Background: an optimization exercise with open tools, aiming at a short achievable clock period and few clock cycles. Do not read the settings as production practice.
RTL that was checked went through simulation tests only; none was proved equivalent to the original.
No activity file was given, so power comes from the tool's default toggle rates.

## main
==> flow/design.v (excerpt) <==
module hart (
  input  logic                   i_clk,
  input  logic                   i_rst,
  output logic [32-1:0]       o_imem_raddr,
  input  logic [32-1:0]       i_imem_rdata,
  output logic [32-1:0]       o_dmem_addr,
  output logic                   o_dmem_ren,
  output logic                   o_dmem_wen,
  output logic [32-1:0]       o_dmem_wdata,
  input  logic [32-1:0]       i_dmem_rdata,
  output logic                   o_retire_valid,
  output logic [32-1:0]       o_retire_inst,
  output logic                   o_retire_halt,
  output logic [32-1:0]       o_retire_pc,
  output logic [32-1:0]       o_retire_next_pc,
  output logic [5-1:0] o_retire_rd_waddr,
  output logic [32-1:0]       o_retire_rd_wdata,
  output logic [32-1:0]       o_retire_dmem_addr,
  output logic                   o_retire_dmem_ren,
  output logic                   o_retire_dmem_wen,
  output logic [32-1:0]       o_retire_dmem_rdata,
  output logic [32-1:0]       o_retire_dmem_wdata
);
  localparam int NBTB  = 8;   
  localparam int TAG_W = 12;  
  logic [32-1:0]       pc;
  logic [32-1:0]       rf [1:(1 << 5) - 1];  
  logic                   ex_valid, ex_wr, ex_load, ex_store, ex_jal, ex_back, ex_is_sum;
  logic                   ex_fa_s, ex_fa_o, ex_fb_s, ex_fb_o, ex_fs, ex_bz_s;
  logic                   ex_ga_s, ex_ga_o, ex_gb_s, ex_gb_o;
  logic                   ex_sel_sub, ex_sel_sll, ex_sel_slt, ex_sel_sltu;
  logic                   ex_sel_xor, ex_sel_sr, ex_sra, ex_sel_or, ex_sel_and;
  logic                   ex_c_eq, ex_c_ne, ex_c_lt, ex_c_ge, ex_c_ltu, ex_c_geu;
  ...
Settings: LEC_CHECK=0, ABC_CLOCK_PERIOD_IN_PS=3000, CAP_MARGIN=20, CORE_MARGIN=2, CORE_UTILIZATION=40, PLACE_DENSITY=0.6, SETUP_SLACK_MARGIN=5, SLEW_MARGIN=20; clock period 8.0 ns.
run.sh (not shown) runs the stock make flow with config.mk's settings and CLKGATE_MAP_FILE= SYNTH_SCRIPT=/design/flow/synth_recipe.tcl, a recipe that flattens the netlist after the stock synthesis.
Input-level comparison between the feature branch and main:
--- a/flow/design.v
+++ b/flow/design.v
@@ -93,32 +93,32 @@
   logic                   ex_sel_xor, ex_sel_sr, ex_sra, ex_sel_or, ex_sel_and;
   logic                   ex_c_eq, ex_c_ne, ex_c_lt, ex_c_ge, ex_c_ltu, ex_c_geu;
   logic                   ex_k_z, ex_k_nz, ex_k_n, ex_k_nn, ex_k_pos, ex_k_np, ex_k_1;
   logic [5-1:0] ex_rd;
   logic [32-1:0]       ex_pc, ex_inst, ex_opa, ex_opb, ex_sdata, ex_btgt, ex_jtgt, ex_pc4;
   logic                   mem_valid, mem_wr, mem_load, mem_store, mem_redir, mem_is_sum;
   logic                   mem_br, mem_jal, mem_back, mem_taken;
   logic [5-1:0] mem_rd;
   logic [32-1:0]       mem_pc, mem_inst, mem_sum, mem_oth, mem_sdata, mem_target, mem_pc4;
-  logic                   wb_valid, wb_halt, wb_ren, wb_wen;
+  logic                   wb_valid, wb_halt, wb_ren, wb_wen, wb_we;
   logic [5-1:0] wb_rd;
   logic [32-1:0]       wb_pc, wb_inst, wb_npc, wb_wdata, wb_addr, wb_rdata, wb_sdata;
   logic [32-1:0]       mem_res, mem_val;
   assign mem_res = mem_is_sum ? mem_sum : mem_oth;
   assign mem_val = mem_load ? i_dmem_rdata : mem_res;
   logic ex_live, ex_live_wr;
   assign ex_live    = ex_valid && !mem_redir;
   assign ex_live_wr = ex_wr && !mem_redir;
   logic [NBTB-1:0]  btb_v, btb_jal, btb_back;
   logic [TAG_W-1:0] btb_tag [0:NBTB-1];
   logic [32-1:0] btb_tgt [0:NBTB-1];
   logic [1:0]       btb_ctr [0:NBTB-1];
-  logic [$clog2(NBTB)-1:0] btb_ptr;
+  logic [2:0]       btb_ptr;  
   logic [1:0]       lp_v, lp_tv;
   logic [TAG_W-1:0] lp_tag  [0:1];
   logic [3:0]       lp_trip [0:1];
   logic [3:0]       lp_cur  [0:1];
   logic             lp_ptr;
   logic [NBTB-1:0]  f_hit, f_take;
   logic             lp_exit, f_taken;
   logic [32-1:0] f_tgt, pc4;
   assign lp_exit  = (lp_v[0] && lp_tv[0] && lp_tag[0] == pc[TAG_W+1:2] && lp_cur[0] == lp_trip[0]) ||
@@ -194,20 +194,20 @@
              | ({19{!imm_b[12] &&  blo[13]}} & pcb_inc)
              | ({19{imm_b[12] == blo[13]}}   & pc[31:13]);
   assign jhi = ({11{ imm_j[20] && !jlo[21]}} & pcj_dec)
              | ({11{!imm_j[20] &&  jlo[21]}} & pcj_inc)
              | ({11{imm_j[20] == jlo[21]}}   & pc[31:21]);
   assign btarget = {bhi, blo[12:0]};
   assign jtarget = {jhi, jlo[20:0]};
   assign rf1 = (rs1 == '0) ? '0 : rf[rs1];
   assign rf2 = (rs2 == '0) ? '0 : rf[rs2];
-  assign rs1_val = (mem_wr && mem_rd == rs1) ? mem_val : rf1;
-  assign rs2_val = (mem_wr && mem_rd == rs2) ? mem_val : rf2;
+  assign rs1_val = (mem_wr && mem_rd == rs1) ? mem_val : (wb_we && wb_rd == rs1) ? wb_wdata : rf1;
+  assign rs2_val = (mem_wr && mem_rd == rs2) ? mem_val : (wb_we && wb_rd == rs2) ? wb_wdata : rf2;
   always_comb begin
     if (is_auipc || is_jal) opa = pc;
     else if (is_lui)        opa = '0;
     else                    opa = rs1_val;
     if (is_op || is_branch)      opb = rs2_val;
     else if (is_jal)             opb = 32'(4);
     else if (is_lui || is_auipc) opb = imm_u;
     else if (is_store)           opb = imm_s;
     else                         opb = imm_i;
@@ -382,21 +382,18 @@
     mem_target <= ex_target;
     mem_pc4    <= ex_pc4;
     mem_taken  <= need_t;
     mem_back   <= ex_back;
   end
   assign o_dmem_addr  = mem_sum;
   assign o_dmem_ren   = mem_load;
   assign o_dmem_wen   = mem_store;
   assign o_dmem_wdata = mem_sdata;
-  always_ff @(posedge i_clk) begin
-    if (mem_wr) rf[mem_rd] <= mem_val;
-  end
   logic [NBTB-1:0]  u_hit;
   logic [1:0]       l_hit;
   always_comb begin
     for (int i = 0; i < NBTB; i++) u_hit[i] = btb_v[i] && btb_tag[i] == mem_pc[TAG_W+1:2];
     for (int i = 0; i < 2; i++)    l_hit[i] = lp_v[i] && lp_tag[i] == mem_pc[TAG_W+1:2];
   end
   always_ff @(posedge i_clk) begin
     if (i_rst) begin
       btb_v   <= '0;
@@ -447,26 +444,31 @@
       end
     end
   end
   always_ff @(posedge i_clk) begin
     if (i_rst) begin
       wb_valid <= 1'b0;
       wb_halt  <= 1'b0;
       wb_ren   <= 1'b0;
       wb_wen   <= 1'b0;
+      wb_we    <= 1'b0;
     end else begin
       wb_valid <= mem_valid;
       wb_halt  <= mem_valid && mem_inst == 32'h0010_0073;
       wb_ren   <= mem_load;
       wb_wen   <= mem_store;
+      wb_we    <= mem_wr;
     end
   end
   always_ff @(posedge i_clk) begin
+    if (wb_we) rf[wb_rd] <= wb_wdata;
+  end
+  always_ff @(posedge i_clk) begin
     wb_pc    <= mem_pc;
     wb_inst  <= mem_inst;
     wb_npc   <= mem_taken ? mem_target : mem_pc4;
     wb_rd    <= mem_wr ? mem_rd : '0;
     wb_wdata <= mem_val;
     wb_addr  <= mem_sum;
     wb_rdata <= i_dmem_rdata;
     wb_sdata <= mem_sdata;
   end
==> run notes <==
- Compared to main, the feature branch reaches a lower achievable clock.
- Measured against each other, the feature branch and main differ in logic depth of the worst register-to-register path, the higher figure coming from the feature branch.
- The final reports for the feature branch and main show number of well taps higher in the former.
- Note that the wire length recorded for the feature branch amounts to 1.07 times the value seen in main.
- The feature branch vs. main: design area went up by 2.4%, relative area of clock buffers and inverters in the final design went down by 0.35 points, final clock period utilization by the worst path went up by 2.3 points, proportion of power drawn by the clock network went up by 3.9 points.
- Min die outline width across the feature branch and main: main
- The feature branch: total chip power about 13% below main
- Area after synthesis up about 1.4% in the feature branch wrt main
- First-pass GRT wire length: the feature branch vs main up about 8%
- When the feature branch is set beside main, its fraction of power consumed by combinational cells turns out to be 6.2 points smaller.
Testbench counts of the feature branch, summed over its fixed seeds: cycles 124,071.
The RTL of main was laid out without a check of its function.

== run A ==
hart, a different RTL version from the one above (not shown whole).
Size: about 6800 cells after synthesis, ~2200 flip-flops, roughly 400 I/O pins.
Settings: LEC_CHECK=0, ABC_CLOCK_PERIOD_IN_PS=3000, CAP_MARGIN=20, CORE_MARGIN=2, CORE_UTILIZATION=40, PLACE_DENSITY=0.6, SETUP_SLACK_MARGIN=5, SLEW_MARGIN=20; clock period 8.0 ns.
In summary, run A completed successfully, with a layout that passed the timing, design-rule and antenna checks.
The following lists how run B was set up differently from run A:
--- a/flow/design.v
+++ b/flow/design.v
@@ -186,94 +186,107 @@
   assign stall  = ex_live_wr && ex_load && ((use1 && ex_rd == rs1) || (use2 && ex_rd == rs2));
   assign bubble = i_rst || stall;
   assign alt_bit = inst[30];
   always_ff @(posedge i_clk) begin
     if (bubble) begin
       ex_valid  <= 1'b0;
       ex_wr     <= 1'b0;
       ex_load   <= 1'b0;
       ex_store  <= 1'b0;
       ex_branch <= 1'b0;
       ex_jal    <= 1'b0;
+      ex_c_eq   <= 1'b0;
+      ex_c_ne   <= 1'b0;
+      ex_c_lt   <= 1'b0;
+      ex_c_ge   <= 1'b0;
+      ex_c_ltu  <= 1'b0;
+      ex_c_geu  <= 1'b0;
     end else begin
       ex_valid  <= 1'b1;
       ex_wr     <= writes;
       ex_load   <= is_load;
       ex_store  <= is_store;
       ex_branch <= is_branch;
       ex_jal    <= is_jal;
+      ex_c_eq   <= is_branch && f3 == 3'b000;
+      ex_c_ne   <= is_branch && f3 == 3'b001;
+      ex_c_lt   <= is_branch && f3 == 3'b100;
+      ex_c_ge   <= is_branch && f3 == 3'b101;
+      ex_c_ltu  <= is_branch && f3 == 3'b110;
+      ex_c_geu  <= is_branch && f3 == 3'b111;
     end
   end
   always_ff @(posedge i_clk) begin
     ex_pc     <= pc;
     ex_inst   <= inst;
     ex_rd     <= rd;
     ex_back   <= inst[31];
     ex_opa    <= opa;
     ex_opb    <= opb;
     ex_sdata  <= rs2_val;
     ex_target <= ({32{is_jal}} & jtarget) | ({32{!is_jal}} & btarget);
     ex_pc4    <= pc4;
     ex_fa     <= ex_live_wr && ex_rd == rs1 && use1;
     ex_fb     <= ex_live_wr && ex_rd == rs2 && use2;
     ex_fs     <= ex_live_wr && ex_rd == rs2;
-    ex_c_eq   <= f3 == 3'b000;
-    ex_c_ne   <= f3 == 3'b001;
-    ex_c_lt   <= f3 == 3'b100;
-    ex_c_ge   <= f3 == 3'b101;
-    ex_c_ltu  <= f3 == 3'b110;
-    ex_c_geu  <= f3 == 3'b111;
     ex_sub      <= is_op && f3 == 3'b000 && alt_bit;
     ex_sel_add  <= !(is_op || is_opimm) || f3 == 3'b000;
     ex_sel_sll  <= (is_op || is_opimm) && f3 == 3'b001;
     ex_sel_slt  <= (is_op || is_opimm) && f3 == 3'b010;
     ex_sel_sltu <= (is_op || is_opimm) && f3 == 3'b011;
     ex_sel_xor  <= (is_op || is_opimm) && f3 == 3'b100;
     ex_sel_sr   <= (is_op || is_opimm) && f3 == 3'b101;
     ex_sra      <= alt_bit;
     ex_sel_or   <= (is_op || is_opimm) && f3 == 3'b110;
     ex_sel_and  <= (is_op || is_opimm) && f3 == 3'b111;
   end
   logic [32-1:0] a, b, s, sum, dif, shl, shr, res;
-  logic             eq, lt, ltu, cond, need_t, eq_t, eq_4, redirect;
+  logic             eq, lt, ltu, cond, need_t, eq_t, eq_4, redirect, r_t, r_4;
+  logic [32-1:0] fetch_next, pc_t, pc_4;
   assign a = ex_fa ? mem_res : ex_opa;
   assign b = ex_fb ? mem_res : ex_opb;
   assign s = ex_fs ? mem_val : ex_sdata;
   assign sum = a + b;
   assign dif = a - b;
   assign eq  = a == b;
   assign ltu = a < b;
   assign lt  = ltu ^ a[31] ^ b[31];
   assign shl = a << b[4:0];
   assign shr = $unsigned($signed({ex_sra && a[31], a}) >>> b[4:0]);
   assign res = ({32{ex_sel_add && !ex_sub}} & sum)
              | ({32{ex_sub}}                & dif)
              | ({32{ex_sel_sll}}            & shl)
              | ({32{ex_sel_slt}}            & 32'(lt))
              | ({32{ex_sel_sltu}}           & 32'(ltu))
              | ({32{ex_sel_xor}}            & (a ^ b))
              | ({32{ex_sel_sr}}             & shr)
              | ({32{ex_sel_or}}             & (a | b))
              | ({32{ex_sel_and}}            & (a & b));
   assign cond = (ex_c_eq && eq) || (ex_c_ne && !eq) || (ex_c_lt && lt) ||
                 (ex_c_ge && !lt) || (ex_c_ltu && ltu) || (ex_c_geu && !ltu);
-  assign need_t   = ex_jal || (ex_branch && cond);
+  assign need_t   = ex_jal || cond;
   assign eq_t     = pc == ex_target;
   assign eq_4     = pc == ex_pc4;
-  assign redirect = ex_live && (need_t ? !eq_t : !eq_4);
+  assign r_t      = ex_live && !eq_t;
+  assign r_4      = ex_live && !eq_4;
+  assign redirect = need_t ? r_t : r_4;
+  always_comb begin
+    if (i_rst)        fetch_next = 32'h0000_0000;
+    else if (stall)   fetch_next = pc;
+    else if (f_taken) fetch_next = f_tgt;
+    else              fetch_next = pc4;
+    pc_t = (r_t && !i_rst) ? ex_target : fetch_next;
+    pc_4 = (r_4 && !i_rst) ? ex_pc4 : fetch_next;
+  end
   always_ff @(posedge i_clk) begin
-    if (i_rst)         pc <= 32'h0000_0000;
-    else if (redirect) pc <= need_t ? ex_target : ex_pc4;
-    else if (stall)    pc <= pc;
-    else if (f_taken)  pc <= f_tgt;
-    else               pc <= pc4;
+    pc <= need_t ? pc_t : pc_4;
   end
   always_ff @(posedge i_clk) begin
     if (i_rst) begin
       mem_valid <= 1'b0;
       mem_wr    <= 1'b0;
       mem_load  <= 1'b0;
       mem_store <= 1'b0;
       mem_br    <= 1'b0;
       mem_jal   <= 1'b0;
       mem_redir <= 1'b0;
     end else begin
### Flow results
- | number of nets produced by synthesis | lower: run A |
- Clock-buffer cell count went down by a few percent going from run A to run B.
- Diff run A -> run B | detailed-route wire length | increase of 1.7%
- On run B: static leakage is 0.47% higher than what run A gave.
- Sequential cell area share was higher in the run labelled run A.
- In the final design statistics, run B uses more standard cells in total than run A.
- Of run B and run A, the run reporting the higher multi-input combinational area share was run B.
- Re multiplexer share of the synthesized area: run A was higher than run B.
- Die extent in x ended up 0.31% higher on run B than on run A.
- In run B relative to run A, sum of net half-perimeters after detailed placement had gone up by a few percent.
- For the peak clock frequency supported by timing, run B came in 4.9% higher than run A did.
- The core utilization of run B and that of run A are within noise of each other.
- The higher final estimated routing congestion in global placement came out of run A.
- Run B vs run A — number of global-route vias before repair rose 1727.
No functional check of the RTL was part of any run of this note.

[static timing again, ports no longer ideal]
How much do the figures lean on ideal ports? The routed layouts below were timed once more, with nothing changed but the port constraints.
Step 1 assumes that a clkbuf_16 drives the clock port and a buf_2 every other input.
Step 2, shift: input delay + t, output delay - t, t = (earliest + latest rising clock arrival at the registers) / 2. This alone moves slack from input paths to output paths.
Slacks: ideal / step 1 / step 2; pairs: ideal / step 1.
run	shift t [ns]	setup WS [ns]	worst setup path after step 2	latest minus earliest clock arrival (ns)	worst slew at a driven data input, ns
main	1.002	4.143 / 4.126 / 3.124	input to register	0.125 / 0.124	0.35
the feature branch	1.014	3.958 / 3.923 / 2.910	input to register	0.110 / 0.111	0.61
run A	0.983	3.399 / 3.399 / 3.399	register to register	0.096 / 0.096	0.39
run B	0.976	3.615 / 3.615 / 3.255	input to register	0.102 / 0.102	0.52
After both steps setup and hold are still met in every run listed. For the feature branch, which loses most, drivers alone change the setup slack by -0.035 ns; drivers and shift together by -1.048 ns.
